This is an optimization exercise on Yosys and OpenROAD, whose aim is small area, not a production implementation. RTL that was checked went through simulation tests only; none was proved equivalent to the original. Function not checked in runs 1 and 2: the RTL went through the layout flow alone. The clock port is modelled as an ideal driver, which makes a skipped or thinned clock tree look cheaper than it is; a real chip needs a root buffer or a tree. No activity file was given, so power comes from the tool's default toggle rates.

==> flow/design.v <==
package lut_mult_loader_pkg;
    localparam int DEF_ADDR_W = 8;
    localparam int DEF_COEF_W = 8;
    localparam int DEF_DATA_W = 16;
    function automatic logic [DEF_DATA_W-1:0] ref_product(
        input logic [DEF_ADDR_W-1:0] addr,
        input logic [DEF_COEF_W-1:0] coef
    );
        logic [DEF_DATA_W-1:0] a_ext;
        logic [DEF_DATA_W-1:0] c_ext;
        a_ext = DEF_DATA_W'(addr);
        c_ext = DEF_DATA_W'(coef);
        ref_product = a_ext * c_ext;
    endfunction
endpackage
module lut_ram_1w1r #(
    parameter int ADDR_W = 8,
    parameter int COEF_W = 8,
    parameter int DATA_W = 16
) (
    input  logic [ADDR_W-1:0] raddr,
    input  logic [COEF_W-1:0] coef,
    output logic [DATA_W-1:0] rdata
);
    logic pp0_0;
    logic pp0_1;
    logic pp0_2;
    logic pp0_3;
    logic pp0_4;
    logic pp0_5;
    logic pp0_6;
    logic pp0_7;
    logic pp1_0;
    logic pp1_1;
    logic pp1_2;
    logic pp1_3;
    logic pp1_4;
    logic pp1_5;
    logic pp1_6;
    logic pp1_7;
    logic pp2_0;
    logic pp2_1;
    logic pp2_2;
    logic pp2_3;
    logic pp2_4;
    logic pp2_5;
    logic pp2_6;
    logic pp2_7;
    logic pp3_0;
    logic pp3_1;
    logic pp3_2;
    logic pp3_3;
    logic pp3_4;
    logic pp3_5;
    logic pp3_6;
    logic pp3_7;
    logic pp4_0;
    logic pp4_1;
    logic pp4_2;
    logic pp4_3;
    logic pp4_4;
    logic pp4_5;
    logic pp4_6;
    logic pp4_7;
    logic pp5_0;
    logic pp5_1;
    logic pp5_2;
    logic pp5_3;
    logic pp5_4;
    logic pp5_5;
    logic pp5_6;
    logic pp5_7;
    logic pp6_0;
    logic pp6_1;
    logic pp6_2;
    logic pp6_3;
    logic pp6_4;
    logic pp6_5;
    logic pp6_6;
    logic pp6_7;
    logic pp7_0;
    logic pp7_1;
    logic pp7_2;
    logic pp7_3;
    logic pp7_4;
    logic pp7_5;
    logic pp7_6;
    logic pp7_7;
    logic hs0;
    logic hc0;
    logic fs0;
    logic fc0;
    logic hs1;
    logic hc1;
    logic fs1;
    logic fc1;
    logic fs2;
    logic fc2;
    logic hs2;
    logic hc2;
    logic fs3;
    logic fc3;
    logic fs4;
    logic fc4;
    logic fs5;
    logic fc5;
    logic hs3;
    logic hc3;
    logic fs6;
    logic fc6;
    logic fs7;
    logic fc7;
    logic fs8;
    logic fc8;
    logic fs9;
    logic fc9;
    logic hs4;
    logic hc4;
    logic fs10;
    logic fc10;
    logic fs11;
    logic fc11;
    logic fs12;
    logic fc12;
    logic fs13;
    logic fc13;
    logic fs14;
    logic fc14;
    logic hs5;
    logic hc5;
    logic fs15;
    logic fc15;
    logic fs16;
    logic fc16;
    logic fs17;
    logic fc17;
    logic fs18;
    logic fc18;
    logic fs19;
    logic fc19;
    logic fs20;
    logic fc20;
    logic hs6;
    logic hc6;
    logic fs21;
    logic fc21;
    logic fs22;
    logic fc22;
    logic fs23;
    logic fc23;
    logic fs24;
    logic fc24;
    logic fs25;
    logic fc25;
    logic fs26;
    logic fc26;
    logic hs7;
    logic hc7;
    logic fs27;
    logic fc27;
    logic fs28;
    logic fc28;
    logic fs29;
    logic fc29;
    logic fs30;
    logic fc30;
    logic fs31;
    logic fc31;
    logic fs32;
    logic fc32;
    logic fs33;
    logic fc33;
    logic fs34;
    logic fc34;
    logic fs35;
    logic fc35;
    logic fs36;
    logic fc36;
    logic fs37;
    logic fc37;
    logic fs38;
    logic fc38;
    logic fs39;
    logic fc39;
    logic fs40;
    logic fc40;
    logic fs41;
    logic fc41;
    logic fs42;
    logic fc42;
    logic fs43;
    logic fc43;
    logic fs44;
    logic fc44;
    logic fs45;
    logic fc45;
    logic fs46;
    logic fc46;
    logic fs47;
    logic fc47;
    assign pp0_0 = ~(raddr[0] & coef[0]);
    assign pp0_1 = ~(raddr[0] & coef[1]);
    assign pp0_2 = ~(raddr[0] & coef[2]);
    assign pp0_3 = ~(raddr[0] & coef[3]);
    assign pp0_4 = ~(raddr[0] & coef[4]);
    assign pp0_5 = ~(raddr[0] & coef[5]);
    assign pp0_6 = ~(raddr[0] & coef[6]);
    assign pp0_7 = ~(raddr[0] & coef[7]);
    assign pp1_0 = ~(raddr[1] & coef[0]);
    assign pp1_1 = ~(raddr[1] & coef[1]);
    assign pp1_2 = ~(raddr[1] & coef[2]);
    assign pp1_3 = ~(raddr[1] & coef[3]);
    assign pp1_4 = ~(raddr[1] & coef[4]);
    assign pp1_5 = ~(raddr[1] & coef[5]);
    assign pp1_6 = ~(raddr[1] & coef[6]);
    assign pp1_7 = ~(raddr[1] & coef[7]);
    assign pp2_0 = ~(raddr[2] & coef[0]);
    assign pp2_1 = ~(raddr[2] & coef[1]);
    assign pp2_2 = ~(raddr[2] & coef[2]);
    assign pp2_3 = ~(raddr[2] & coef[3]);
    assign pp2_4 = ~(raddr[2] & coef[4]);
    assign pp2_5 = ~(raddr[2] & coef[5]);
    assign pp2_6 = ~(raddr[2] & coef[6]);
    assign pp2_7 = ~(raddr[2] & coef[7]);
    assign pp3_0 = ~(raddr[3] & coef[0]);
    assign pp3_1 = ~(raddr[3] & coef[1]);
    assign pp3_2 = ~(raddr[3] & coef[2]);
    assign pp3_3 = ~(raddr[3] & coef[3]);
    assign pp3_4 = ~(raddr[3] & coef[4]);
    assign pp3_5 = ~(raddr[3] & coef[5]);
    assign pp3_6 = ~(raddr[3] & coef[6]);
    assign pp3_7 = ~(raddr[3] & coef[7]);
    assign pp4_0 = ~(raddr[4] & coef[0]);
    assign pp4_1 = ~(raddr[4] & coef[1]);
    assign pp4_2 = ~(raddr[4] & coef[2]);
    assign pp4_3 = ~(raddr[4] & coef[3]);
    assign pp4_4 = ~(raddr[4] & coef[4]);
    assign pp4_5 = ~(raddr[4] & coef[5]);
    assign pp4_6 = ~(raddr[4] & coef[6]);
    assign pp4_7 = ~(raddr[4] & coef[7]);
    assign pp5_0 = ~(raddr[5] & coef[0]);
    assign pp5_1 = ~(raddr[5] & coef[1]);
    assign pp5_2 = ~(raddr[5] & coef[2]);
    assign pp5_3 = ~(raddr[5] & coef[3]);
    assign pp5_4 = ~(raddr[5] & coef[4]);
    assign pp5_5 = ~(raddr[5] & coef[5]);
    assign pp5_6 = ~(raddr[5] & coef[6]);
    assign pp5_7 = ~(raddr[5] & coef[7]);
    assign pp6_0 = ~(raddr[6] & coef[0]);
    assign pp6_1 = ~(raddr[6] & coef[1]);
    assign pp6_2 = ~(raddr[6] & coef[2]);
    assign pp6_3 = ~(raddr[6] & coef[3]);
    assign pp6_4 = ~(raddr[6] & coef[4]);
    assign pp6_5 = ~(raddr[6] & coef[5]);
    assign pp6_6 = ~(raddr[6] & coef[6]);
    assign pp6_7 = ~(raddr[6] & coef[7]);
    assign pp7_0 = ~(raddr[7] & coef[0]);
    assign pp7_1 = ~(raddr[7] & coef[1]);
    assign pp7_2 = ~(raddr[7] & coef[2]);
    assign pp7_3 = ~(raddr[7] & coef[3]);
    assign pp7_4 = ~(raddr[7] & coef[4]);
    assign pp7_5 = ~(raddr[7] & coef[5]);
    assign pp7_6 = ~(raddr[7] & coef[6]);
    assign pp7_7 = ~(raddr[7] & coef[7]);
    lut_hs u_hs0 (.a(pp0_1), .b(pp1_0), .s(hs0));
    lut_hc u_hc0 (.a(pp0_1), .b(pp1_0), .co(hc0));
    lut_fa u_fa0 (.a(pp0_2), .b(pp1_1), .c(pp2_0), .s(fs0), .co(fc0));
    lut_hs u_hs1 (.a(hc0), .b(fs0), .s(hs1));
    lut_hc u_hc1 (.a(hc0), .b(fs0), .co(hc1));
    lut_fa u_fa1 (.a(pp0_3), .b(pp1_2), .c(pp2_1), .s(fs1), .co(fc1));
    lut_fa u_fa2 (.a(pp3_0), .b(fc0), .c(fs1), .s(fs2), .co(fc2));
    lut_hs u_hs2 (.a(hc1), .b(fs2), .s(hs2));
    lut_hc u_hc2 (.a(hc1), .b(fs2), .co(hc2));
    lut_fa u_fa3 (.a(pp0_4), .b(pp1_3), .c(pp2_2), .s(fs3), .co(fc3));
    lut_fa u_fa4 (.a(pp3_1), .b(pp4_0), .c(fc1), .s(fs4), .co(fc4));
    lut_fa u_fa5 (.a(fs3), .b(fc2), .c(fs4), .s(fs5), .co(fc5));
    lut_hs u_hs3 (.a(hc2), .b(fs5), .s(hs3));
    lut_hc u_hc3 (.a(hc2), .b(fs5), .co(hc3));
    lut_fa u_fa6 (.a(pp0_5), .b(pp1_4), .c(pp2_3), .s(fs6), .co(fc6));
    lut_fa u_fa7 (.a(pp3_2), .b(pp4_1), .c(pp5_0), .s(fs7), .co(fc7));
    lut_fa u_fa8 (.a(fc3), .b(fs6), .c(fs7), .s(fs8), .co(fc8));
    lut_fa u_fa9 (.a(fc4), .b(fs8), .c(fc5), .s(fs9), .co(fc9));
    lut_hs u_hs4 (.a(hc3), .b(fs9), .s(hs4));
    lut_hc u_hc4 (.a(hc3), .b(fs9), .co(hc4));
    lut_fa u_fa10 (.a(pp0_6), .b(pp1_5), .c(pp2_4), .s(fs10), .co(fc10));
    lut_fa u_fa11 (.a(pp3_3), .b(pp4_2), .c(pp5_1), .s(fs11), .co(fc11));
    lut_fa u_fa12 (.a(pp6_0), .b(fc6), .c(fc7), .s(fs12), .co(fc12));
    lut_fa u_fa13 (.a(fs10), .b(fs11), .c(fc8), .s(fs13), .co(fc13));
    lut_fa u_fa14 (.a(fs12), .b(fs13), .c(fc9), .s(fs14), .co(fc14));
    lut_hs u_hs5 (.a(hc4), .b(fs14), .s(hs5));
    lut_hc u_hc5 (.a(hc4), .b(fs14), .co(hc5));
    lut_fa u_fa15 (.a(pp0_7), .b(pp1_6), .c(pp2_5), .s(fs15), .co(fc15));
    lut_fa u_fa16 (.a(pp3_4), .b(pp4_3), .c(pp5_2), .s(fs16), .co(fc16));
    lut_fa u_fa17 (.a(pp6_1), .b(pp7_0), .c(fc10), .s(fs17), .co(fc17));
    lut_fa u_fa18 (.a(fc11), .b(fs15), .c(fs16), .s(fs18), .co(fc18));
    lut_fa u_fa19 (.a(fc12), .b(fs17), .c(fs18), .s(fs19), .co(fc19));
    lut_fa u_fa20 (.a(fc13), .b(fs19), .c(fc14), .s(fs20), .co(fc20));
    lut_hs u_hs6 (.a(hc5), .b(fs20), .s(hs6));
    lut_hc u_hc6 (.a(hc5), .b(fs20), .co(hc6));
    lut_fa u_fa21 (.a(pp1_7), .b(pp2_6), .c(pp3_5), .s(fs21), .co(fc21));
    lut_fa u_fa22 (.a(pp4_4), .b(pp5_3), .c(pp6_2), .s(fs22), .co(fc22));
    lut_fa u_fa23 (.a(pp7_1), .b(fc15), .c(fc16), .s(fs23), .co(fc23));
    lut_fa u_fa24 (.a(fs21), .b(fs22), .c(fc17), .s(fs24), .co(fc24));
    lut_fa u_fa25 (.a(fc18), .b(fs23), .c(fs24), .s(fs25), .co(fc25));
    lut_fa u_fa26 (.a(fc19), .b(fs25), .c(fc20), .s(fs26), .co(fc26));
    lut_hs u_hs7 (.a(hc6), .b(fs26), .s(hs7));
    lut_hc u_hc7 (.a(hc6), .b(fs26), .co(hc7));
    lut_fa u_fa27 (.a(pp2_7), .b(pp3_6), .c(pp4_5), .s(fs27), .co(fc27));
    lut_fa u_fa28 (.a(pp5_4), .b(pp6_3), .c(pp7_2), .s(fs28), .co(fc28));
    lut_fa u_fa29 (.a(fc21), .b(fc22), .c(fs27), .s(fs29), .co(fc29));
    lut_fa u_fa30 (.a(fs28), .b(fc23), .c(fs29), .s(fs30), .co(fc30));
    lut_fa u_fa31 (.a(fc24), .b(fs30), .c(fc25), .s(fs31), .co(fc31));
    lut_fa u_fa32 (.a(fs31), .b(fc26), .c(hc7), .s(fs32), .co(fc32));
    lut_fa u_fa33 (.a(pp3_7), .b(pp4_6), .c(pp5_5), .s(fs33), .co(fc33));
    lut_fa u_fa34 (.a(pp6_4), .b(pp7_3), .c(fc27), .s(fs34), .co(fc34));
    lut_fa u_fa35 (.a(fc28), .b(fs33), .c(fc29), .s(fs35), .co(fc35));
    lut_fa u_fa36 (.a(fs34), .b(fc30), .c(fs35), .s(fs36), .co(fc36));
    lut_fa u_fa37 (.a(fs36), .b(fc31), .c(fc32), .s(fs37), .co(fc37));
    lut_fa u_fa38 (.a(pp4_7), .b(pp5_6), .c(pp6_5), .s(fs38), .co(fc38));
    lut_fa u_fa39 (.a(pp7_4), .b(fc33), .c(fs38), .s(fs39), .co(fc39));
    lut_fa u_fa40 (.a(fc34), .b(fs39), .c(fc35), .s(fs40), .co(fc40));
    lut_fa u_fa41 (.a(fs40), .b(fc36), .c(fc37), .s(fs41), .co(fc41));
    lut_fa u_fa42 (.a(pp5_7), .b(pp6_6), .c(pp7_5), .s(fs42), .co(fc42));
    lut_fa u_fa43 (.a(fc38), .b(fs42), .c(fc39), .s(fs43), .co(fc43));
    lut_fa u_fa44 (.a(fs43), .b(fc40), .c(fc41), .s(fs44), .co(fc44));
    lut_fa u_fa45 (.a(pp6_7), .b(pp7_6), .c(fc42), .s(fs45), .co(fc45));
    lut_fa u_fa46 (.a(fs45), .b(fc43), .c(fc44), .s(fs46), .co(fc46));
    lut_fa u_fa47 (.a(pp7_7), .b(fc45), .c(fc46), .s(fs47), .co(fc47));
    assign rdata = ~{fc47, fs47, fs46, fs44, fs41, fs37, fs32, hs7, hs6, hs5, hs4, hs3, hs2, hs1, hs0, pp0_0};
endmodule
module lut_fa (
    input  logic a,
    input  logic b,
    input  logic c,
    output logic s,
    output logic co
);
    assign s  = a ^ b ^ c;
    assign co = (a & b) | (a & c) | (b & c);
endmodule
module lut_hs (
    input  logic a,
    input  logic b,
    output logic s
);
    assign s = ~(a ^ b);
endmodule
module lut_hc (
    input  logic a,
    input  logic b,
    output logic co
);
    assign co = a | b;
endmodule
import lut_mult_loader_pkg::*;
module lut_mult_loader #(
    parameter int ADDR_W = DEF_ADDR_W,
    parameter int COEF_W = DEF_COEF_W,
    parameter int DATA_W = DEF_DATA_W
) (
    input  logic              clk,
    input  logic              rst,
    input  logic              start,
    input  logic [COEF_W-1:0] coef,
    output logic              busy,
    output logic              done,
    output logic              table_valid,
    input  logic [ADDR_W-1:0] rd_addr,
    output logic [DATA_W-1:0] rd_data
);
    logic [8:0]        lfsr;
    logic [COEF_W-1:0] coef_q;
    logic              accept;
    logic              last;
    assign accept = start & ~busy;
    assign last   = lfsr[8] & lfsr[7] & lfsr[6] & lfsr[5] & lfsr[2] & lfsr[1];
    always_ff @(posedge clk or posedge rst) begin
        if (rst) begin
            busy        <= 1'b0;
            table_valid <= 1'b0;
        end else begin
            busy        <= busy ? ~last : start;
            table_valid <= busy ? last : (table_valid & ~start);
        end
    end
    always_ff @(posedge clk) begin
        lfsr <= busy ? {lfsr[7:0], ~(lfsr[8] ^ lfsr[3])} : 9'd0;
    end
    assign done = table_valid & ~busy & lfsr[8];
    always_ff @(posedge clk) begin
        if (accept) coef_q <= coef;
    end
    lut_ram_1w1r #(
        .ADDR_W (ADDR_W),
        .COEF_W (COEF_W),
        .DATA_W (DATA_W)
    ) u_ram (
        .raddr (rd_addr),
        .coef  (coef_q),
        .rdata (rd_data)
    );
endmodule
==> flow/flow/run.sh <==
#!/bin/bash
# Own layout flow: the standard flow, except that
#  - the port buffers buffer_ports inserts are the smallest buffer,
#    sky130_fd_sc_hd__buf_1 (every input and output port still gets one);
#  - clock tree synthesis is told not to add dummy loads and to cluster all
#    sinks together, so the small clock net needs few buffers;
#  - the buffers synthesis leaves are removed at floorplan (as global
#    placement does when it is timing driven, which it is not here).
set -euo pipefail
bash standard.sh \
  "BUFFER_PORTS_ARGS=-buffer_cell sky130_fd_sc_hd__buf_1" \
  "CTS_ARGS=-sink_clustering_enable -repair_clock_nets -dont_use_dummy_load -sink_clustering_size 30 -sink_clustering_max_diameter 200 -buf_list sky130_fd_sc_hd__clkbuf_4" \
  REMOVE_ABC_BUFFERS=1 \
  finish > standard_make.log 2>&1
==> flow/standard.sh <==
#!/bin/bash
# synth_recipe.tcl (not shown) runs the flow's synth.tcl, then flattens the netlist and writes it again
# the make line also repeats each setting of config.mk as NAME=value (left out here)
make -C /OpenROAD-flow-scripts/flow DESIGN_CONFIG=/design/flow/config.mk WORK_HOME=/design/flow/orfs CLKGATE_MAP_FILE= SYNTH_SCRIPT=/design/flow/synth_recipe.tcl "${@:-finish}"
==> flow/config.mk <==
export PLATFORM = sky130hd
export DESIGN_NAME = lut_mult_loader
export DESIGN_NICKNAME = lut_mult_loader
export VERILOG_FILES = /design/flow/design.v
export SDC_FILE = /design/flow/constraint.sdc
export NUM_CORES = 4
export LEC_CHECK = 0
export CAP_MARGIN = 0
export CORE_MARGIN = 2
export CORE_UTILIZATION = 40
export GPL_TIMING_DRIVEN = 0
export SLEW_MARGIN = 0
export SYNTH_HIERARCHICAL = 1
==> flow/constraint.sdc <==
create_clock -name core_clock -period 10.0 [get_ports {clk}]
set_input_delay 2.0000 -clock core_clock [delete_from_list [all_inputs] [get_ports {clk}]]
set_output_delay 2.0000 -clock core_clock [all_outputs]
set_load 0.01 [all_outputs]
==> results of run 1 <==
-- what timing repair did --
action / 4_1_cts / 5_1_grt
pin swaps: 0 / 0
buffers inserted: 0 / 0
gates resized for setup: 8 / 6
endpoints found under the setup margin: 2 / 2
-- per-stage QoR --
stage | setup TNS [ns] | setup slack [ns] | util (%) | total power (W)
floorplan | 0 | 0.382 | - | 0.000279
global placement | -0.385 | -0.233 | 43.8 | 0.000337
detailed placement | -0.427 | -0.249 | 43.8 | 0.000340
CTS | 0 | 0.0224 | 44.5 | 0.000376
global route | 0 | 0.0226 | 44.8 | 0.000418
finish | 0 | 0.204 | 44.8 | 0.000368
-- per-module statistics from Yosys (local to each module, per instance), a selection --
module / cells / times used
lut_mult_loader: 39 / 1
lut_fa: 1 / 48
lut_hs: 1 / 8
lut_hc: 1 / 8
-- metal layers --
metal  global-route usage, %  part of all wire, %  vias up
met2                    23.9                   51       34
met1                    19.2                   43      665
met5                       0                    0        -
li1                        -                    -      625
met3                    1.59                  4.2        6
met4                    3.51                  1.7        0
-- power groups by stage --
stage                     clock network (W)  registers, W  logic [W]
final                             0.0000342      0.000116   0.000218
after global routing              0.0000393      0.000119   0.000260
after CTS                         0.0000360      0.000117   0.000223
after detailed placement                  0      0.000118   0.000222
after global placement                    0      0.000118   0.000219
after floorplan                           0      0.000114   0.000165
-- registers in the layout, summed over array words and instances, names as in the netlist --
| name | cells |
|---|---|
| lfsr | 9 |
| coef_q | 8 |
| busy | 1 |
| table_valid | 1 |
-- worst max path at each step --
stage | slack, ns | end | from
after floorplan | 0.38 | rd_data[14] | rd_addr[0]
after global placement | -0.23 | rd_data[14] | rd_addr[0]
after detailed placement | -0.25 | rd_data[14] | rd_addr[0]
after CTS | 0.02 | rd_data[14] | rd_addr[0]
after global routing | 0.02 | rd_data[14] | rd_addr[5]
final | 0.20 | rd_data[14] | rd_addr[2]
-- cell usage in the layout (no fill, tap or decap), types with 2 or more instances in the layout --
cell type	instances
nand2_1	63
fa_1	42
buf_1	31
inv_1	17
and2_1	10
xnor2_1	9
dfxtp_1	9
or2_1	8
edfxtp_1	8
fa_2	6
clkbuf_4	3
clkbuf_2	3
dfrtp_1	2
buf_4	2
-- layout make-up --
class	count	area, sq um
Fill cell	512	2770
Multi-Input combinational cell	145	1450
Sequential cell	19	470
Timing Repair Buffer	37	151
Tap cell	70	87.6
Inverter	17	63.8
Clock buffer	3	22.5
-- kinds of logic (layout without fill, tap and decap cells) --
| kind of cell | count (synthesis) | after routing | synth area share [%] |
|---|---|---|---|
| AND/OR/NAND/NOR | 86 | 86 | 18.4 |
| adder cells (fa/ha/maj) | 48 | 48 | 47.0 |
| buffers and inverters | 32 | 57 | 6.92 |
| flip-flops | 19 | 19 | 23.0 |
| XOR/XNOR | 9 | 9 | 3.86 |
| AO/OA/AOI/OAI | 2 | 2 | 0.735 |
==> results.sh, run 1 <==
export IMPL_status="complete, no violations"
export IMPL_clock_skew_ns=0.00122
export IMPL_slowest_delay_ns=0.49
export IMPL_clkTransAtPathRegs_ns=0.09
export IMPL_place_gp_congestion=0.766
export IMPL_synth_edff_count=8
export IMPL_cp_top_family="adder cells"
export IMPL_stdcell_count=291
export IMPL_dieArea_sq_um=5700
export IMPL_cts_hold_buf=0
export IMPL_cp_end_kind="output port"
export IMPL_rows=26
export IMPL_synthFlopType="dfxtp_1"
export IMPL_crit_top_cell="fa_1"
export IMPL_hp_start="lfsr[4]"
export IMPL_async_flop_share_pct=10.5
export IMPL_synth_area_leaders="fa_1 (47%), edfxtp_1 (12%), nand2_1 (12%)"
export IMPL_cts_htree_levels=1
export IMPL_finalInstanceArea_sq_um=2240
export IMPL_grt_pass1_vias=1405
export IMPL_slowest_stage="fa_1"
export IMPL_worst_pin_slew_ns=0.665
export IMPL_yosysWarnings=7
export IMPL_synth_top_area_cell="fa_1"
export IMPL_path_buf_inv=3
export IMPL_drt_total_wl_um=3320
export IMPL_crit_path_start_kind="input pin"
export IMPL_seq_area_frac_synth_pct=23.0
export IMPL_core_area_sq_um=5010
export IMPL_cap_violations=0
export IMPL_criticalPathCategory="input pin to output port"
export IMPL_ys_ff_latch=19
export IMPL_power_net_switching_w=0.000149
export IMPL_drtIter0Drc=57
export IMPL_worstHoldEndpoint="lfsr[5]"
export IMPL_max_freq_mhz=102
export IMPL_netlist_instances=196
export IMPL_start_util_pct=40.8
export IMPL_area_delta_synth_final_pct=9.74
export IMPL_p_sw_share_pct=40.4
export IMPL_grt_pass1_wl_um=6050
export IMPL_cp_data_required_time_ns=8.00
export IMPL_placed_area_sq_um=2190
export IMPL_p_leak_nw=0.797
export IMPL_whs_ns=0.440
export IMPL_hold_depth=1
export IMPL_syn_area_per_cell_sq_um=10.4
export IMPL_intPower_w=0.000220
export IMPL_clk_path_buf_depth=2
export IMPL_hold_path_class="register to register"
export IMPL_r2r_slack_ns=8.55
export IMPL_irDropWorstVdd_mv=0.110
export IMPL_power_density_nw_per_um2=164
export IMPL_r2r_start="busy"
export IMPL_yosys_area_top_type_share_pct=47.0
export IMPL_final_layout_size_suffix_gt1_share_pct=6.79
export IMPL_n_antenna_cell=0
export IMPL_setup_viol=0
export IMPL_cts_sinks=19
export IMPL_first_pass_iters=4
export IMPL_grt_ovfl_total=0
export IMPL_vias=1330
export IMPL_nNetsFinal=290
export IMPL_path_cells="buf_2 -> nand2_1 -> fa_2 -> fa_1 -> fa_2 -> fa_1 -> fa_2 -> fa_2 -> fa_1 -> or2_1 -> fa_1 -> fa_1 -> fa_1 -> fa_1 -> fa_1 -> fa_1 -> inv_1 -> clkbuf_2"
export IMPL_finalCriticalPeriod_ns=9.80
export IMPL_avgRoutedWirePerCell_um=11.4
export IMPL_io_pins=38
export IMPL_hold_viol=0
export IMPL_io_buffers=37
export IMPL_clk_latency_ns=0.28
export IMPL_seqPwrFrac_pct=31.6
export IMPL_yosysUniqueCellTypes=18
export IMPL_drv_slew=0
export IMPL_cts_tree="yes"
export IMPL_crit_cells=18
export IMPL_drt_vias_per_instance=4.57
export IMPL_grt_max_degree=15
export IMPL_reg2reg_to="coef_q[1]"
export IMPL_clock_power_share_pct=9.3
export IMPL_die_width_um=75.5
export IMPL_critPathArrivalTime_ns=7.80
export IMPL_grtUsageTotal_pct=14.0
export IMPL_pwr_share_comb_pct=59.2
export IMPL_rsz0062_at_grt="no"
export IMPL_worstRegToRegCells=1
export IMPL_dp_cells=288
export IMPL_final_antenna_net_count=0
export IMPL_root_buffer="clkbuf_4"
export IMPL_cp_max_fo=8
export IMPL_period_share_pct=98.0
export IMPL_synth_most_common_cell="nand2_1"
export IMPL_maxSlewHeadroom_pct=55.6
export IMPL_cts_buffers=3
export IMPL_dieHeight_um=75.5
export IMPL_post_dp_hpwl_um=2820
export IMPL_post_route_drc_count=0
export IMPL_yosys_top_cells_count="nand2_1 (63), fa_1 (48), inv_1 (17), buf_2 (14), and2_1 (10)"
export IMPL_antenna_found_initial=0
export IMPL_synth_area_sq_um=2040
==> run 2, diff against run 1 <==
--- a/flow/design.v
+++ b/flow/design.v
@@ -368,12 +368,12 @@
     input  logic [ADDR_W-1:0] rd_addr,
     output logic [DATA_W-1:0] rd_data
 );
-    logic [8:0]        lfsr;
+    logic [8:0]        timer;
     logic [COEF_W-1:0] coef_q;
     logic              accept;
     logic              last;
     assign accept = start & ~busy;
-    assign last   = lfsr[8] & lfsr[7] & lfsr[6] & lfsr[5] & lfsr[2] & lfsr[1];
+    assign last   = timer[7] & timer[3] & timer[1] & ~timer[8] & ~timer[6] & ~timer[2];
     always_ff @(posedge clk or posedge rst) begin
         if (rst) begin
             busy        <= 1'b0;
@@ -384,9 +384,9 @@
         end
     end
     always_ff @(posedge clk) begin
-        lfsr <= busy ? {lfsr[7:0], ~(lfsr[8] ^ lfsr[3])} : 9'd0;
+        timer <= busy ? {~timer[7:0], timer[8] ^ timer[4]} : '1;
     end
-    assign done = table_valid & ~busy & lfsr[8];
+    assign done = table_valid & ~busy & ~timer[8];
     always_ff @(posedge clk) begin
         if (accept) coef_q <= coef;
     end
==> run 2 against run 1 <==
- still clean on timing, DRC and antenna
- combinational power grew 11%
- synthesized cell count unchanged
- clock skew is 0.0015 ns higher
- first-iteration DRC count down 12%
- sequential share of layout area grew 0.12 points
- count of clock-buffer cells in the layout did not move
- clock power increased by 5%
- sequential power grew 4%
- critical path type unchanged
- largest power group unchanged
- highest routed layer unchanged
==> results.sh, run 2 <==
export IMPL_worstHoldEndpoint="timer[1]"
export IMPL_drv_slew=0
export IMPL_reg2reg_to="coef_q[4]"
export IMPL_first_pass_iters=4
export IMPL_layout_commonest_cell="nand2_1"
export IMPL_crit_top_cell="fa_1"
export IMPL_netlist_instances=196
export IMPL_final_antenna_net_count=0
export IMPL_slowest_delay_ns=0.49
export IMPL_hold_viol=0
export IMPL_mostFrequentLayoutCells="nand2_1 (72), fa_1 (41), buf_1 (30), inv_1 (16)"
export IMPL_synth_compound_area_share_pct=0.741
export IMPL_io_pins=38
export IMPL_vias=1350
export IMPL_r2r_start="busy"
export IMPL_intPower_w=0.000228
export IMPL_dp_worst_setup_slack_ns=-0.238
export IMPL_yosys_area_top_type_share_pct=47.4
export IMPL_maxSlewHeadroom_pct=54.9
export IMPL_cts_sinks=19
export IMPL_grtUsageTotal_pct=13.8
export IMPL_yosysUniqueCellTypes=16
export IMPL_power_density_nw_per_um2=179
export IMPL_p_sw_share_pct=42.6
export IMPL_yosys_area_share_simple_pct=18.0
export IMPL_clkTransAtPathRegs_ns=0.10
export IMPL_yosysWarnings=7
export IMPL_cp_data_required_time_ns=8.00
export IMPL_worstRegToRegCells=1
export IMPL_synthAdderAreaFrac_pct=47.4
export IMPL_cts_tree="yes"
export IMPL_regMostFlops="timer"
export IMPL_worst_pin_slew_ns=0.675
export IMPL_setup_ws_ns=0.224
export IMPL_hold_depth=1
export IMPL_post_dp_hpwl_um=2880
export IMPL_seq_area_frac_synth_pct=23.2
export IMPL_setup_viol=0
export IMPL_area_delta_synth_final_pct=10.1
export IMPL_rows=25
export IMPL_n_antenna_cell=0
export IMPL_yosys_top_cells_count="nand2_1 (72), fa_1 (48), inv_1 (16), buf_2 (15)"
export IMPL_synth_area_sq_um=2030
export IMPL_clock_skew_ns=0.00276
export IMPL_reg_top3="timer x9, coef_q x8"
export IMPL_drt_vias_per_instance=4.69
export IMPL_dieHeight_um=75.2
export IMPL_core_area_sq_um=4820
export IMPL_dp_cells=285
export IMPL_dieArea_sq_um=5650
export IMPL_grt_pass1_vias=1359
export IMPL_final_core_util_pct=46.3
export IMPL_status="complete, no violations"
export IMPL_grt_max_degree=16
export IMPL_largest_register_ffs=9
export IMPL_avgRoutedWirePerCell_um=11.9
export IMPL_syn_area_per_cell_sq_um=10.3
export IMPL_seqPwrFrac_pct=30.4
export IMPL_synth_top_family_by_area="adder cells"
export IMPL_cp_end_kind="output port"
export IMPL_root_buffer="clkbuf_4"
export IMPL_rsz0062_at_grt="no"
export IMPL_drt_total_wl_um=3430
export IMPL_synthFlopType="dfxtp_1"
export IMPL_start_util_pct=42.1
export IMPL_hp_start="timer[0]"
export IMPL_stdcell_count=288
export IMPL_hold_path_class="register to register"
export IMPL_cap_violations=0
export IMPL_crit_path_start_kind="input pin"
export IMPL_synth_top_area_cell="fa_1"
export IMPL_nNetsFinal=290
export IMPL_grt_ovfl_total=0
export IMPL_synth_area_leaders="fa_1 (47%), nand2_1 (13%), edfxtp_1 (12%)"
export IMPL_grt_pass1_wl_um=5940
export IMPL_p_leak_nw=0.819
export IMPL_async_flop_share_pct=10.5
export IMPL_period_share_pct=97.8
export IMPL_synth_edff_count=8
export IMPL_pwr_share_comb_pct=60.6
export IMPL_path_cells="buf_4 -> nand2_1 -> fa_2 -> fa_1 -> fa_2 -> fa_1 -> fa_2 -> fa_2 -> fa_1 -> or2_1 -> fa_1 -> fa_2 -> fa_1 -> fa_1 -> fa_1 -> fa_1 -> inv_1 -> buf_2"
export IMPL_antenna_found_initial=0
export IMPL_critPathArrivalTime_ns=7.78
export IMPL_post_route_drc_count=0
export IMPL_finalCriticalPeriod_ns=9.78
export IMPL_synth_xor_area_share_pct=3.89
export IMPL_synth_most_common_cell="nand2_1"
export IMPL_cts_buffers=3
export IMPL_ys_ff_latch=19
export IMPL_synth_mux_area_share_pct=0
export IMPL_irDropWorstVdd_mv=0.0849
export IMPL_place_gp_congestion=0.793
export IMPL_max_freq_mhz=102
export IMPL_io_buffers=37
export IMPL_clk_latency_ns=0.29
export IMPL_die_width_um=75.2
export IMPL_clk_path_buf_depth=2
export IMPL_slowest_stage="fa_1"
export IMPL_drtIter0Drc=50
export IMPL_cp_max_fo=8
export IMPL_final_layout_size_suffix_gt1_share_pct=7.69
export IMPL_cts_htree_levels=1
export IMPL_tns_ns=0
export IMPL_criticalPathCategory="input pin to output port"
export IMPL_power_net_switching_w=0.000170
export IMPL_clock_power_share_pct=9.0
export IMPL_r2r_slack_ns=8.49
-- run 2: power by group through the flow --
stage               combinational [W]  clock (W)  sequential [W]
floorplan                    0.000181          0        0.000118
detailed placement           0.000245          0        0.000122
CTS                          0.000246  0.0000364        0.000121
finish                       0.000241  0.0000359        0.000121
global route                 0.000287  0.0000399        0.000125
global placement             0.000241          0        0.000123
-- run 2: timing repair --
action	in CTS	in global routing
setup buffers	0	0
pin swaps	0	1
endpoints found under the setup margin	2	2
cloned	0	0
resized for setup	8	9
hold buffers	0	0
-- run 2: worst max-delay path: cells and delay by family --
family	cells	cell delay (ns)
adder cells (fa/ha/maj)	13	5.14
AND/OR/NAND/NOR	2	0.34
buffers and inverters	3	0.29
-- run 2: cell families after synthesis --
group	Yosys count
compound gates	2
xor+xnor	9
fa+ha+maj	48
buf+inv	31
flops	19
simple gates	87
-- run 2: final cells by class --
cell class / instances / area, sq um
flip-flops and latches: 19 / 470
fillers: 499 / 2590
clock buffers: 3 / 22.5
well taps: 67 / 83.8
repair buffers: 37 / 155
inverters: 16 / 60.1
multi-input cells: 146 / 1440
-- run 2: worst max path at each step --
stage / from / endpoint / slack [ns] / depth (start not counted)
after global routing: rd_addr[0] / rd_data[14] / 0.04 / 18
after global placement: rd_addr[0] / rd_data[14] / -0.23 / 18
after detailed placement: rd_addr[0] / rd_data[14] / -0.24 / 18
final: rd_addr[0] / rd_data[14] / 0.22 / 18
after floorplan: rd_addr[0] / rd_data[14] / 0.38 / 16
after CTS: rd_addr[0] / rd_data[14] / 0.006 / 18
-- run 2: stage by stage --
| stage | hold WS, ns | area (sq um) | total power, W |
|---|---|---|---|
| detailed placement | 0.351 | 2170 | 0.000367 |
| CTS | 0.379 | 2210 | 0.000403 |
| finish | 0.368 | 2230 | 0.000398 |
| global route | 0.386 | 2230 | 0.000452 |
| floorplan | 0.343 | 1950 | 0.000299 |
| global placement | 0.345 | 2170 | 0.000363 |
-- run 2: layer usage --
layer  track usage [%]  vias to the layer above  share of wire [%]
met2              23.3                       41                 50
met3              1.07                        7                4.7
met1              19.1                      675                 43
met5                 0                        -                  0
li1                  -                      627                  -
met4              4.87                        0                2.1
-- run 2: per-module statistics from Yosys, one instance, submodules excluded, excerpt --
| module | cell area [sq um] | copies in the design | flops+latches |
|---|---|---|---|
| lut_mult_loader | 576 | 1 | 19 |
| lut_hc | 6.26 | 8 | 0 |
| lut_fa | 20.0 | 48 | 0 |
| lut_hs | 8.76 | 8 | 0 |
==> run 3, diff against run 2 <==
--- a/flow/design.v
+++ b/flow/design.v
@@ -106,6 +106,8 @@
     logic fc5;
     logic hs3;
     logic hc3;
+    logic hs4;
+    logic hc4;
     logic fs6;
     logic fc6;
     logic fs7;
@@ -114,8 +116,6 @@
     logic fc8;
     logic fs9;
     logic fc9;
-    logic hs4;
-    logic hc4;
     logic fs10;
     logic fc10;
     logic fs11;
@@ -262,48 +262,48 @@
     assign pp7_5 = ~(raddr[7] & coef[5]);
     assign pp7_6 = ~(raddr[7] & coef[6]);
     assign pp7_7 = ~(raddr[7] & coef[7]);
-    lut_hs u_hs0 (.a(pp0_1), .b(pp1_0), .s(hs0));
+    lut_hx u_hs0 (.a(pp0_1), .b(pp1_0), .s(hs0));
     lut_hc u_hc0 (.a(pp0_1), .b(pp1_0), .co(hc0));
     lut_fa u_fa0 (.a(pp0_2), .b(pp1_1), .c(pp2_0), .s(fs0), .co(fc0));
-    lut_hs u_hs1 (.a(hc0), .b(fs0), .s(hs1));
+    lut_hx u_hs1 (.a(hc0), .b(fs0), .s(hs1));
     lut_hc u_hc1 (.a(hc0), .b(fs0), .co(hc1));
     lut_fa u_fa1 (.a(pp0_3), .b(pp1_2), .c(pp2_1), .s(fs1), .co(fc1));
     lut_fa u_fa2 (.a(pp3_0), .b(fc0), .c(fs1), .s(fs2), .co(fc2));
-    lut_hs u_hs2 (.a(hc1), .b(fs2), .s(hs2));
+    lut_hx u_hs2 (.a(hc1), .b(fs2), .s(hs2));
     lut_hc u_hc2 (.a(hc1), .b(fs2), .co(hc2));
     lut_fa u_fa3 (.a(pp0_4), .b(pp1_3), .c(pp2_2), .s(fs3), .co(fc3));
     lut_fa u_fa4 (.a(pp3_1), .b(pp4_0), .c(fc1), .s(fs4), .co(fc4));
     lut_fa u_fa5 (.a(fs3), .b(fc2), .c(fs4), .s(fs5), .co(fc5));
-    lut_hs u_hs3 (.a(hc2), .b(fs5), .s(hs3));
+    lut_hx u_hs3 (.a(hc2), .b(fs5), .s(hs3));
     lut_hc u_hc3 (.a(hc2), .b(fs5), .co(hc3));
-    lut_fa u_fa6 (.a(pp0_5), .b(pp1_4), .c(pp2_3), .s(fs6), .co(fc6));
-    lut_fa u_fa7 (.a(pp3_2), .b(pp4_1), .c(pp5_0), .s(fs7), .co(fc7));
-    lut_fa u_fa8 (.a(fc3), .b(fs6), .c(fs7), .s(fs8), .co(fc8));
-    lut_fa u_fa9 (.a(fc4), .b(fs8), .c(fc5), .s(fs9), .co(fc9));
-    lut_hs u_hs4 (.a(hc3), .b(fs9), .s(hs4));
-    lut_hc u_hc4 (.a(hc3), .b(fs9), .co(hc4));
+    lut_hs u_hs4 (.a(pp0_5), .b(pp1_4), .s(hs4));
+    lut_hc u_hc4 (.a(pp0_5), .b(pp1_4), .co(hc4));
+    lut_fa u_fa6 (.a(pp2_3), .b(pp3_2), .c(pp4_1), .s(fs6), .co(fc6));
+    lut_fa u_fa7 (.a(pp5_0), .b(hs4), .c(fc3), .s(fs7), .co(fc7));
+    lut_fa u_fa8 (.a(fs6), .b(fc4), .c(fs7), .s(fs8), .co(fc8));
+    lut_fa u_fa9 (.a(fc5), .b(fs8), .c(hc3), .s(fs9), .co(fc9));
     lut_fa u_fa10 (.a(pp0_6), .b(pp1_5), .c(pp2_4), .s(fs10), .co(fc10));
     lut_fa u_fa11 (.a(pp3_3), .b(pp4_2), .c(pp5_1), .s(fs11), .co(fc11));
-    lut_fa u_fa12 (.a(pp6_0), .b(fc6), .c(fc7), .s(fs12), .co(fc12));
-    lut_fa u_fa13 (.a(fs10), .b(fs11), .c(fc8), .s(fs13), .co(fc13));
-    lut_fa u_fa14 (.a(fs12), .b(fs13), .c(fc9), .s(fs14), .co(fc14));
-    lut_hs u_hs5 (.a(hc4), .b(fs14), .s(hs5));
-    lut_hc u_hc5 (.a(hc4), .b(fs14), .co(hc5));
+    lut_fa u_fa12 (.a(pp6_0), .b(hc4), .c(fc6), .s(fs12), .co(fc12));
+    lut_fa u_fa13 (.a(fs10), .b(fs11), .c(fc7), .s(fs13), .co(fc13));
+    lut_fa u_fa14 (.a(fs12), .b(fc8), .c(fs13), .s(fs14), .co(fc14));
+    lut_hx u_hs5 (.a(fs14), .b(fc9), .s(hs5));
+    lut_hc u_hc5 (.a(fs14), .b(fc9), .co(hc5));
     lut_fa u_fa15 (.a(pp0_7), .b(pp1_6), .c(pp2_5), .s(fs15), .co(fc15));
     lut_fa u_fa16 (.a(pp3_4), .b(pp4_3), .c(pp5_2), .s(fs16), .co(fc16));
     lut_fa u_fa17 (.a(pp6_1), .b(pp7_0), .c(fc10), .s(fs17), .co(fc17));
     lut_fa u_fa18 (.a(fc11), .b(fs15), .c(fs16), .s(fs18), .co(fc18));
     lut_fa u_fa19 (.a(fc12), .b(fs17), .c(fs18), .s(fs19), .co(fc19));
     lut_fa u_fa20 (.a(fc13), .b(fs19), .c(fc14), .s(fs20), .co(fc20));
-    lut_hs u_hs6 (.a(hc5), .b(fs20), .s(hs6));
-    lut_hc u_hc6 (.a(hc5), .b(fs20), .co(hc6));
+    lut_hx u_hs6 (.a(fs20), .b(hc5), .s(hs6));
+    lut_hc u_hc6 (.a(fs20), .b(hc5), .co(hc6));
     lut_fa u_fa21 (.a(pp1_7), .b(pp2_6), .c(pp3_5), .s(fs21), .co(fc21));
     lut_fa u_fa22 (.a(pp4_4), .b(pp5_3), .c(pp6_2), .s(fs22), .co(fc22));
     lut_fa u_fa23 (.a(pp7_1), .b(fc15), .c(fc16), .s(fs23), .co(fc23));
     lut_fa u_fa24 (.a(fs21), .b(fs22), .c(fc17), .s(fs24), .co(fc24));
     lut_fa u_fa25 (.a(fc18), .b(fs23), .c(fs24), .s(fs25), .co(fc25));
     lut_fa u_fa26 (.a(fc19), .b(fs25), .c(fc20), .s(fs26), .co(fc26));
-    lut_hs u_hs7 (.a(hc6), .b(fs26), .s(hs7));
+    lut_hx u_hs7 (.a(hc6), .b(fs26), .s(hs7));
     lut_hc u_hc7 (.a(hc6), .b(fs26), .co(hc7));
     lut_fa u_fa27 (.a(pp2_7), .b(pp3_6), .c(pp4_5), .s(fs27), .co(fc27));
     lut_fa u_fa28 (.a(pp5_4), .b(pp6_3), .c(pp7_2), .s(fs28), .co(fc28));
@@ -326,7 +326,7 @@
     lut_fa u_fa45 (.a(pp6_7), .b(pp7_6), .c(fc42), .s(fs45), .co(fc45));
     lut_fa u_fa46 (.a(fs45), .b(fc43), .c(fc44), .s(fs46), .co(fc46));
     lut_fa u_fa47 (.a(pp7_7), .b(fc45), .c(fc46), .s(fs47), .co(fc47));
-    assign rdata = ~{fc47, fs47, fs46, fs44, fs41, fs37, fs32, hs7, hs6, hs5, hs4, hs3, hs2, hs1, hs0, pp0_0};
+    assign rdata = {~fc47, ~fs47, ~fs46, ~fs44, ~fs41, ~fs37, ~fs32, hs7, hs6, hs5, ~fs9, hs3, hs2, hs1, hs0, ~pp0_0};
 endmodule
 module lut_fa (
     input  logic a,
@@ -345,6 +345,13 @@
 );
     assign s = ~(a ^ b);
 endmodule
+module lut_hx (
+    input  logic a,
+    input  logic b,
+    output logic s
+);
+    assign s = a ^ b;
+endmodule
 module lut_hc (
     input  logic a,
     input  logic b,
==> run 3 against run 2 <==
- first-iteration DRC count is 24% higher
- critical path type unchanged
- synthesized area is 1.3% higher
- via count is 2.0% lower
- core utilization decreased by 3.1 points
- worst hold slack better by 0.019 ns
- register-to-register slack about the same
- non-clock buffer count stayed put
- total power decreased by 3.7%
- sequential cell count stayed put
- die area up 1.2%
==> results.sh, run 3 <==
export IMPL_status="complete, no violations"
export IMPL_power_density_nw_per_um2=176
export IMPL_grtUsageTotal_pct=14.0
export IMPL_die_width_um=75.6
export IMPL_finalCriticalPeriod_ns=9.77
export IMPL_multi_input_comb_area_sq_um=1420
export IMPL_max_freq_mhz=102
export IMPL_core_area_sq_um=5040
export IMPL_worstRegToRegCells=1
export IMPL_largest_register_ffs=9
export IMPL_synth_top_area_cell="fa_1"
export IMPL_root_buffer="clkbuf_4"
export IMPL_nNetsFinal=283
export IMPL_yosysWarnings=7
export IMPL_regMostFlops="timer"
export IMPL_clk_latency_ns=0.29
export IMPL_reg2reg_to="coef_q[6]"
export IMPL_hold_path_class="register to register"
export IMPL_slowest_stage="fa_1"
export IMPL_period_share_pct=97.7
export IMPL_maxSlewHeadroom_pct=53.6
export IMPL_rsz0062_at_grt="no"
export IMPL_rows=26
export IMPL_layout_commonest_cell="nand2_1"
export IMPL_tns_ns=0
export IMPL_start_util_pct=40.7
export IMPL_r2r_slack_ns=8.48
export IMPL_synth_area_leaders="fa_1 (47%), nand2_1 (13%), edfxtp_1 (12%)"
export IMPL_cp_data_required_time_ns=8.00
export IMPL_synth_most_common_cell="nand2_1"
export IMPL_netlist_instances=196
export IMPL_cts_buffers=3
export IMPL_critPathArrivalTime_ns=7.77
export IMPL_syn_area_per_cell_sq_um=10.5
export IMPL_r2r_start="busy"
export IMPL_yosys_area_top_type_share_pct=46.8
export IMPL_synth_area_sq_um=2050
export IMPL_n_antenna_cell=0
export IMPL_post_route_drc_count=0
export IMPL_setup_viol=0
export IMPL_p_leak_nw=0.765
export IMPL_cp_max_fo=8
export IMPL_hp_start="timer[2]"
export IMPL_crit_path_start_kind="input pin"
export IMPL_drv_slew=0
export IMPL_clk_path_buf_depth=2
export IMPL_async_flop_share_pct=10.5
export IMPL_cp_end_kind="output port"
export IMPL_ys_ff_latch=19
export IMPL_grt_pass1_wl_um=6020
export IMPL_worst_pin_slew_ns=0.694
export IMPL_clock_skew_ns=0.000897
export IMPL_whs_ns=0.387
export IMPL_seq_area_frac_synth_pct=22.9
export IMPL_avgRoutedWirePerCell_um=12.4
export IMPL_vias=1323
export IMPL_yosys_top_cells_count="nand2_1 (72), fa_1 (48), buf_2 (15), dfxtp_1 (9), inv_1 (9)"
export IMPL_drt_total_wl_um=3510
export IMPL_area_delta_synth_final_pct=6.04
export IMPL_dieArea_sq_um=5720
export IMPL_synthFlopType="dfxtp_1"
export IMPL_dp_worst_setup_slack_ns=0.152
export IMPL_grt_pass1_vias=1408
export IMPL_worstHoldEndpoint="timer[3]"
export IMPL_synth_edff_count=8
export IMPL_hold_viol=0
export IMPL_cts_tree="yes"
export IMPL_io_buffers=37
export IMPL_cap_violations=0
export IMPL_grt_ovfl_total=0
export IMPL_grt_max_degree=16
export IMPL_io_pins=38
export IMPL_crit_top_cell="fa_1"
export IMPL_final_antenna_net_count=0
export IMPL_placed_area_sq_um=2150
export IMPL_yosysUniqueCellTypes=18
export IMPL_path_cells="buf_1 -> nand2_1 -> fa_1 -> fa_1 -> fa_1 -> or2_1 -> fa_1 -> or2_1 -> or2_1 -> or2_1 -> fa_1 -> fa_1 -> fa_1 -> fa_1 -> fa_1 -> fa_1 -> inv_1 -> buf_1"
export IMPL_antenna_found_initial=0
export IMPL_drt_vias_per_instance=4.66
export IMPL_cts_htree_levels=1
export IMPL_mostFrequentLayoutCells="nand2_1 (72), fa_1 (48), buf_1 (35), inv_1 (9), dfxtp_1 (9)"
export IMPL_fillers=510
export IMPL_dieHeight_um=75.6
export IMPL_post_dp_hpwl_um=2950
export IMPL_layout_area_seq_sq_um=470
export IMPL_total_power_w=0.000384
export IMPL_setup_ws_ns=0.226
export IMPL_first_pass_iters=4
export IMPL_irDropWorstVdd_mv=0.126
export IMPL_criticalPathCategory="input pin to output port"
export IMPL_cts_sinks=19
export IMPL_place_gp_congestion=0.779
export IMPL_final_layout_size_suffix_gt1_share_pct=2.34
export IMPL_slowest_delay_ns=0.50
export IMPL_drtIter0Drc=62
export IMPL_hold_depth=1
export IMPL_finalInstanceArea_sq_um=2180
export IMPL_reg_top3="timer x9, coef_q x8"
export IMPL_clkTransAtPathRegs_ns=0.10
[run 3: layout make-up]
class | count | share of cell area [%]
tap | 70 | 4.03
timing repair buffer | 37 | 6.50
clock buffer | 3 | 1.04
sequential | 19 | 21.6
inverter | 9 | 1.55
multi-input combinational | 146 | 65.3
[run 3: worst max path at each step]
stage | end | cells after the start | slack [ns] | from
after floorplan | rd_data[14] | 15 | 0.75 | rd_addr[0]
after global placement | rd_data[14] | 17 | 0.14 | rd_addr[0]
after detailed placement | rd_data[14] | 17 | 0.15 | rd_addr[0]
after CTS | rd_data[14] | 17 | 0.15 | rd_addr[0]
after global routing | rd_data[14] | 18 | 0.001 | rd_addr[2]
final | rd_data[14] | 18 | 0.23 | rd_addr[2]
[run 3: cell families after synthesis]
group / Yosys count / share of synthesized area (%)
buffers and inverters: 31 / 7.87
adder cells (fa/ha/maj): 48 / 46.8
AO/OA/AOI/OAI: 2 / 0.732
flip-flops: 19 / 22.9
XOR/XNOR: 9 / 3.84
AND/OR/NAND/NOR: 87 / 17.8
[run 3: power breakdown]
part	leakage (nW)	total, W	switching, W	internal (W)
clock	0.0138	0.0000363	0.0000222	0.0000140
sequential	0.171	0.000121	0.0000169	0.000104
combinational	0.580	0.000226	0.000127	0.0000988
[run 3: modules after synthesis (local to each module, per instance), excerpt]
module / cells inside / flops+latches / times used
lut_mult_loader: 39 / 19 / 1
lut_fa: 1 / 0 / 48
lut_hs: 1 / 0 / 1
lut_hx: 1 / 0 / 7
lut_hc: 1 / 0 / 8
[run 3: layer usage]
| metal | wire [um] | part of all wire [%] | track usage, % | up-vias |
|---|---|---|---|---|
| li1 | - | - | - | 611 |
| met2 | 1840 | 53 | 24.4 | 35 |
| met5 | 0 | 0 | 0 | - |
| met3 | 144 | 4.1 | 1.46 | 8 |
| met4 | 63 | 1.8 | 5.26 | 0 |
| met1 | 1460 | 42 | 18.0 | 669 |
[run 3: stage by stage]
stage / utilization, % / instances
after floorplan: - / 174
after detailed placement: 42.7 / 281
final: 43.2 / 284
after CTS: 43.1 / 284
after global placement: 42.7 / 281
after global routing: 43.2 / 284
[run 3: timing repair]
item | in CTS | in global routing
setup endpoints to repair | 0 | 1
hold buffers | 0 | 0
buffers inserted | 0 | 0
resized for setup | 0 | 2
[run 3: worst max-delay path, delay by kind of cell]
family	cells	cell delay [ns]
buffers and inverters	3	0.45
adder cells (fa/ha/maj)	10	4.19
AND/OR/NAND/NOR	5	1.13
==> run 4, diff against run 3 <==
==> flow/run.sh (new file) <==
#!/bin/bash
# synth_recipe.tcl (not shown) runs the flow's synth.tcl, then flattens the netlist and writes it again
# the make line also repeats each setting of config.mk as NAME=value (left out here)
make -C /OpenROAD-flow-scripts/flow DESIGN_CONFIG=/design/flow/config.mk WORK_HOME=/design/flow/orfs CLKGATE_MAP_FILE= SYNTH_SCRIPT=/design/flow/synth_recipe.tcl finish
--- a/flow/config.mk
+++ b/flow/config.mk
@@ -5,9 +5,8 @@
 export SDC_FILE = /design/flow/constraint.sdc
 export NUM_CORES = 4
 export LEC_CHECK = 0
-export CAP_MARGIN = 0
+export CAP_MARGIN = 20
 export CORE_MARGIN = 2
 export CORE_UTILIZATION = 40
-export GPL_TIMING_DRIVEN = 0
-export SLEW_MARGIN = 0
+export SLEW_MARGIN = 20
 export SYNTH_HIERARCHICAL = 1
removed: flow/flow/run.sh
removed: flow/standard.sh
==> run 4 against run 3 <==
- still clean
- count of clock-buffer cells in the layout is the same
- total power grew 30%
- combinational power grew 42%
- first-iteration DRC count shrank 47%
- highest routed layer unchanged
- largest power group unchanged
- sequential power is essentially flat
- cell count grew 7.4%
- synthesized cell count is the same
- sequential share of layout area shrank 3.4 points
==> results.sh, run 4 <==
export IMPL_whs_ns=0.368
export IMPL_grt_ovfl_total=0
export IMPL_hold_path_class="register to register"
export IMPL_synthFlopType="dfxtp_1"
export IMPL_grtUsageTotal_pct=16.7
export IMPL_clock_skew_ns=0.00432
export IMPL_cts_tree="yes"
export IMPL_irDropWorstVdd_mv=0.111
export IMPL_seq_area_frac_synth_pct=22.9
export IMPL_grt_pass1_wl_um=6920
export IMPL_final_layout_size_suffix_gt1_share_pct=11.9
export IMPL_netlist_instances=196
export IMPL_cts_htree_levels=1
export IMPL_mostFrequentLayoutCells="nand2_1 (72), fa_1 (47), clkdlybuf4s50_1 (29), buf_4 (20)"
export IMPL_synth_area_sq_um=2050
export IMPL_drv_slew=0
export IMPL_synth_area_leaders="fa_1 (47%), nand2_1 (13%), edfxtp_1 (12%)"
export IMPL_hp_start="timer[0]"
export IMPL_criticalPathCategory="input pin to output port"
export IMPL_synth_top_area_cell="fa_1"
export IMPL_reg2reg_to="coef_q[1]"
export IMPL_crit_start="rd_addr[0]"
export IMPL_syn_area_per_cell_sq_um=10.5
export IMPL_finalCriticalPeriod_ns=9.78
export IMPL_synth_most_common_cell="nand2_1"
export IMPL_cap_violations=0
export IMPL_cp_end_kind="output port"
export IMPL_drt_total_wl_um=3700
export IMPL_async_flop_share_pct=10.5
export IMPL_crit_path_end="rd_data[14]"
export IMPL_ys_ff_latch=19
export IMPL_stdcell_count=305
export IMPL_drt_vias_per_instance=4.50
export IMPL_clkTransAtPathRegs_ns=0.08
export IMPL_grt_max_degree=16
export IMPL_clk_latency_ns=0.26
export IMPL_yosys_area_top_type_share_pct=46.8
export IMPL_yosysWarnings=7
export IMPL_postCtsSetupRepairBufs=0
export IMPL_dieHeight_um=75.6
export IMPL_io_buffers=37
export IMPL_n_antenna_cell=0
export IMPL_core_area_sq_um=5040
export IMPL_grt_pass1_vias=1545
export IMPL_synth_edff_count=8
export IMPL_die_width_um=75.6
export IMPL_status="complete, no violations"
export IMPL_start_util_pct=40.7
export IMPL_power_density_nw_per_um2=193
export IMPL_drtIter0Drc=33
export IMPL_reg_top3="timer x9, coef_q x8"
export IMPL_root_buffer="clkbuf_8"
export IMPL_dp_cells=301
export IMPL_first_pass_iters=4
export IMPL_maxSlewHeadroom_pct=51.4
export IMPL_regMostFlops="timer"
export IMPL_hold_viol=0
export IMPL_final_antenna_net_count=0
export IMPL_antenna_found_initial=0
export IMPL_critPathArrivalTime_ns=7.78
export IMPL_total_power_w=0.000498
export IMPL_clk_path_buf_depth=2
export IMPL_area_delta_synth_final_pct=26.0
export IMPL_vias=1372
export IMPL_p_leak_nw=0.986
export IMPL_period_share_pct=97.8
export IMPL_r2r_start="busy"
export IMPL_setup_viol=0
export IMPL_final_core_util_pct=51.3
export IMPL_max_freq_mhz=102
export IMPL_dieArea_sq_um=5720
export IMPL_worstRegToRegCells=1
export IMPL_yosys_top_cells_count="nand2_1 (72), fa_1 (48), buf_2 (15), dfxtp_1 (9), inv_1 (9)"
export IMPL_r2r_slack_ns=8.45
export IMPL_yosysUniqueCellTypes=18
export IMPL_layout_commonest_cell="nand2_1"
export IMPL_post_route_drc_count=0
export IMPL_place_gp_congestion=0.806
export IMPL_crit_path_start_kind="input pin"
export IMPL_cts_sinks=19
export IMPL_cts_buffers=3
export IMPL_nNetsFinal=303
export IMPL_post_dp_hpwl_um=3330
export IMPL_cp_max_fo=5
export IMPL_rsz0062_at_grt="no"
export IMPL_rows=26
export IMPL_avgRoutedWirePerCell_um=12.1
export IMPL_largest_register_ffs=9
export IMPL_placed_area_sq_um=2530
export IMPL_cp_data_required_time_ns=8.00
export IMPL_io_pins=38
export IMPL_worst_pin_slew_ns=0.728
export IMPL_fillers=487
export IMPL_finalInstanceArea_sq_um=2580
export IMPL_cts_hold_buf=0
run 4: critical path, stage by stage:
cell and delay, ns:
clkdlybuf4s15_2 0.21, nand2_1 0.08, fa_1 0.44, fa_1 0.40, fa_1 0.45, fa_1 0.39
fa_1 0.39, fa_1 0.45, or2_1 0.25, fa_1 0.38, fa_1 0.38, fa_1 0.38
fa_1 0.38, fa_1 0.38, fa_1 0.49, inv_1 0.04, dlygate4sd2_1 0.27
run 4: layer usage:
metal	track usage, %	part of all wire [%]	up-vias
met2	29.5	52	32
met3	2.78	4.2	8
met1	20.7	41	677
met4	6.04	2.6	0
met5	0	0	-
li1	-	-	655
run 4: worst min path at each step:
stage               endpoint  slack [ns]  depth (start not counted)
global route        timer[1]        0.39                          1
detailed placement  timer[1]        0.36                          1
floorplan           timer[1]        0.34                          1
global placement    timer[1]        0.35                          1
CTS                 timer[1]        0.37                          1
finish              timer[1]        0.37                          1
run 4: area by class of cell:
cell class	instances	area [sq um]	share of cell area, %
Clock inverter	1	7.51	0.290
Inverter	9	33.8	1.31
Clock buffer	3	41.3	1.60
Sequential cell	19	470	18.2
Timing Repair Buffer	57	522	20.2
Tap cell	70	87.6	3.39
Multi-Input combinational cell	146	1420	55.0
run 4: Yosys stat by module, one instance, submodules excluded, a selection:
module	cell area, sq um	times used	flops+latches	cells inside
lut_mult_loader	576	1	19	39
lut_fa	20.0	48	0	1
lut_hs	8.76	1	0	1
lut_hx	8.76	7	0	1
lut_hc	6.26	8	0	1
run 4: cell families after synthesis:
group / after synthesis / share of synthesized area (%)
AND/OR/NAND/NOR: 87 / 17.8
adder cells (fa/ha/maj): 48 / 46.8
buffers and inverters: 31 / 7.87
flip-flops: 19 / 22.9
XOR/XNOR: 9 / 3.84
AO/OA/AOI/OAI: 2 / 0.732
run 4: timing repair:
item,4_1_cts,5_1_grt
setup endpoints to repair,3,1
pin swaps,1,1
resized for setup,14,1
run 4: through the flow:
step / setup WS, ns / setup TNS (ns)
3_5_place_dp: -0.445 / -0.854
2_1_floorplan: 0.619 / 0
5_1_grt: 0.00883 / 0
4_1_cts: 0.0156 / 0
3_3_place_gp: -0.405 / -0.769
6_report: 0.218 / 0
run 4: where the power goes:
group	switching (W)	internal, W
logic	0.000134	0.000187
clock network	0.0000271	0.0000281
registers	0.0000168	0.000104
==> run 5, diff against run 4 <==
==> flow/flow/run.sh (new file) <==
#!/bin/bash
# Own layout flow: the standard flow, except that
#  - the port buffers buffer_ports inserts are the smallest buffer,
#    sky130_fd_sc_hd__buf_1 (every input and output port still gets one);
#  - the buffers synthesis leaves are removed at floorplan (as global
#    placement does when it is timing driven, which it is not here);
#  - clock tree synthesis adds no dummy loads, and flow/cts_collapse.tcl then
#    drives all 19 registers from the one root clock buffer.
set -euo pipefail
here=$(pwd)
bash standard.sh \
  "BUFFER_PORTS_ARGS=-buffer_cell sky130_fd_sc_hd__buf_1" \
  "CTS_ARGS=-sink_clustering_enable -repair_clock_nets -dont_use_dummy_load -sink_clustering_size 30 -sink_clustering_max_diameter 200 -buf_list sky130_fd_sc_hd__clkbuf_4" \
  "POST_CTS_TCL=$here/flow/cts_collapse.tcl" \
  REMOVE_ABC_BUFFERS=1 \
  finish > standard_make.log 2>&1
==> flow/flow/cts_collapse.tcl (new file) <==
set block [ord::get_db_block]
set root [$block findInst clkbuf_0_clk]
if { $root != "NULL" } {
  set rootnet [[$root findITerm X] getNet]
  foreach inst [$block getInsts] {
    set name [$inst getName]
    if { [string match "clkbuf_*" $name] && $name != "clkbuf_0_clk" } {
      set onet [[$inst findITerm X] getNet]
      foreach it [$onet getITerms] {
        if { [$it getInst] != $inst } {
          $it disconnect
          $it connect $rootnet
        }
      }
      puts "cts_collapse: removed $name ([[$inst getMaster] getName])"
      odb::dbInst_destroy $inst
      odb::dbNet_destroy $onet
    }
  }
  replace_cell clkbuf_0_clk sky130_fd_sc_hd__clkbuf_8
  detailed_placement
  estimate_parasitics -placement
  report_clock_skew
}
==> flow/standard.sh (new file) <==
#!/bin/bash
# synth_recipe.tcl (not shown) runs the flow's synth.tcl, then flattens the netlist and writes it again
# the make line also repeats each setting of config.mk as NAME=value (left out here)
make -C /OpenROAD-flow-scripts/flow DESIGN_CONFIG=/design/flow/config.mk WORK_HOME=/design/flow/orfs CLKGATE_MAP_FILE= SYNTH_SCRIPT=/design/flow/synth_recipe.tcl "${@:-finish}"
--- a/flow/config.mk
+++ b/flow/config.mk
@@ -5,8 +5,9 @@
 export SDC_FILE = /design/flow/constraint.sdc
 export NUM_CORES = 4
 export LEC_CHECK = 0
-export CAP_MARGIN = 20
+export CAP_MARGIN = 0
 export CORE_MARGIN = 2
 export CORE_UTILIZATION = 40
-export SLEW_MARGIN = 20
+export GPL_TIMING_DRIVEN = 0
+export SLEW_MARGIN = 0
 export SYNTH_HIERARCHICAL = 1
removed: flow/run.sh
==> run 5 against run 4 <==
- maximum frequency increased by 0.10%
- wire length shrank 5.4%
- via count down 3.6%
- clock skew shrank 0.00066 ns
- die area unchanged
- largest cell class unchanged
==> results.sh, run 5 <==
export IMPL_status="complete, no violations"
export IMPL_clkTransAtPathRegs_ns=0.11
export IMPL_mostFrequentLayoutCells="nand2_1 (72), fa_1 (48), buf_1 (35), inv_1 (9), dfxtp_1 (9)"
export IMPL_dieHeight_um=75.6
export IMPL_regMostFlops="timer"
export IMPL_cp_max_fo=8
export IMPL_final_layout_size_suffix_gt1_share_pct=1.42
export IMPL_crit_path_start_kind="input pin"
export IMPL_largest_register_ffs=9
export IMPL_area_delta_synth_final_pct=5.61
export IMPL_crit_top_cell="fa_1"
export IMPL_setup_viol=0
export IMPL_top_layer="met4"
export IMPL_post_dp_hpwl_um=2950
export IMPL_synth_most_common_cell="nand2_1"
export IMPL_slowest_delay_ns=0.50
export IMPL_grt_pass1_vias=1386
export IMPL_n_antenna_cell=0
export IMPL_start_util_pct=40.7
export IMPL_synthFlopType="dfxtp_1"
export IMPL_criticalPathCategory="input pin to output port"
export IMPL_grt_ovfl_total=0
export IMPL_rows=26
export IMPL_final_core_util_pct=43.0
export IMPL_drt_vias_per_instance=4.69
export IMPL_drv_slew=0
export IMPL_place_gp_congestion=0.779
export IMPL_cts_sinks=19
export IMPL_path_cells="buf_1 -> nand2_1 -> fa_1 -> fa_1 -> fa_1 -> or2_1 -> fa_1 -> or2_1 -> or2_1 -> or2_1 -> fa_1 -> fa_1 -> fa_1 -> fa_1 -> fa_1 -> fa_1 -> inv_1 -> buf_1"
export IMPL_vias=1322
export IMPL_period_share_pct=97.7
export IMPL_dr_wl_met2_um=1860
export IMPL_clk_latency_ns=0.16
export IMPL_p_leak_nw=0.758
export IMPL_grtUsageTotal_pct=14.8
export IMPL_yosys_area_top_type_share_pct=46.8
export IMPL_syn_area_per_cell_sq_um=10.5
export IMPL_dp_worst_setup_slack_ns=0.152
export IMPL_core_area_sq_um=5040
export IMPL_die_width_um=75.6
export IMPL_ys_ff_latch=19
export IMPL_finalCriticalPeriod_ns=9.77
export IMPL_hold_path_class="register to register"
export IMPL_hold_viol=0
export IMPL_netlist_instances=196
export IMPL_synth_area_sq_um=2050
export IMPL_wl_met3_um=173
export IMPL_maxSlewHeadroom_pct=54.4
export IMPL_final_antenna_net_count=0
export IMPL_cp_data_required_time_ns=8.00
export IMPL_max_freq_mhz=102
export IMPL_setup_ws_ns=0.228
export IMPL_drt_total_wl_um=3500
export IMPL_total_power_w=0.000375
export IMPL_irDropWorstVdd_mv=0.101
export IMPL_synth_area_leaders="fa_1 (47%), nand2_1 (13%), edfxtp_1 (12%)"
export IMPL_post_route_drc_count=0
export IMPL_io_pins=38
export IMPL_worst_pin_slew_ns=0.683
export IMPL_cp_end_kind="output port"
export IMPL_antenna_found_initial=0
export IMPL_yosys_top_cells_count="nand2_1 (72), fa_1 (48), buf_2 (15), dfxtp_1 (9), inv_1 (9)"
export IMPL_synth_edff_count=8
export IMPL_tns_ns=0
export IMPL_synth_top_area_cell="fa_1"
export IMPL_layout_commonest_cell="nand2_1"
export IMPL_seq_area_frac_synth_pct=22.9
export IMPL_nNetsFinal=281
export IMPL_yosysUniqueCellTypes=18
export IMPL_finalInstanceArea_sq_um=2170
export IMPL_grt_pass1_wl_um=6000
export IMPL_dieArea_sq_um=5720
export IMPL_yosysWarnings=7
export IMPL_slowest_stage="fa_1"
export IMPL_critPathArrivalTime_ns=7.77
export IMPL_placed_area_sq_um=2150
export IMPL_cap_violations=0
export IMPL_power_density_nw_per_um2=173
export IMPL_io_buffers=37
export IMPL_wl_met1_um=1400
export IMPL_grt_max_degree=20
export IMPL_clock_skew_ns=0.00366
export IMPL_drtIter0Drc=85
export IMPL_avgRoutedWirePerCell_um=12.4
export IMPL_first_pass_iters=4
export IMPL_reg_top3="timer x9, coef_q x8"
export IMPL_rsz0062_at_grt="no"
export IMPL_async_flop_share_pct=10.5
==> run 5: cell counts after synthesis <==
No cell type changed its count.
==> run 5: metal layers <==
metal / GRT usage [%] / vias up
met3: 1.46 / 8
met4: 3.70 / 0
met1: 20.6 / 663
met2: 25.2 / 45
met5: 0 / -
li1: - / 606
==> run 5: final timing paths <==
kind | start | end | slack (ns) | depth (start not counted)
worst max register to register | busy | coef_q[2] | 8.48 | 1
worst min-delay path | timer[0] | timer[1] | 0.39 | 1
worst max-delay path | rd_addr[2] | rd_data[14] | 0.23 | 18
worst min register to register | timer[0] | timer[1] | 0.39 | 1
min in group asynchronous | rst | busy | 1.64 | 2
max in group asynchronous | rst | table_valid | 8.25 | 2
==> run 5: Yosys stat by module, one instance, submodules excluded, a selection <==
module | cells | copies in the design | flops+latches | cell area [sq um]
lut_mult_loader | 39 | 1 | 19 | 576
lut_fa | 1 | 48 | 0 | 20.0
lut_hs | 1 | 1 | 0 | 8.76
lut_hx | 1 | 7 | 0 | 8.76
lut_hc | 1 | 8 | 0 | 6.26
==> run 5: cells by family after synthesis <==
| kind of cell | count (synthesis) | share of synthesized area, % |
|---|---|---|
| AO/OA/AOI/OAI | 2 | 0.732 |
| XOR/XNOR | 9 | 3.84 |
| adder cells (fa/ha/maj) | 48 | 46.8 |
| buffers and inverters | 31 | 7.87 |
| flip-flops | 19 | 22.9 |
| AND/OR/NAND/NOR | 87 | 17.8 |
==> run 5: power breakdown <==
part / switching (W) / internal (W)
Clock: 0.0000182 / 0.00000934
Sequential: 0.0000175 / 0.000104
Combinational: 0.000127 / 0.0000987
Total: 0.000163 / 0.000212
==> run 5: stage by stage <==
stage	hold WS, ns	instances
2_1_floorplan	0.343	174
3_3_place_gp	0.346	281
3_5_place_dp	0.362	281
5_1_grt	0.396	282
6_report	0.388	282
==> run 5: final cells by class <==
type                    instances  area, sq um
multi-input cells             146         1420
well taps                      70         87.6
flip-flops and latches         19          470
clock buffers                   1         13.8
inverters                       9         33.8
fillers                       509         2880
repair buffers                 37          141
==> run 5: worst max-delay path, delay by kind of cell <==
kind / cells / cell delay, ns
adder cells (fa/ha/maj): 10 / 4.19
buffers and inverters: 3 / 0.45
AND/OR/NAND/NOR: 5 / 1.13

Re-timed with assumed drivers on the ports (clkbuf_16 on the clock, buf_2 on other inputs), run 5 has 0.204 ns of setup slack against 0.228 ns with ideal ports, and 0.204 ns once port delays also move by the mid clock arrival of 0.183 ns.
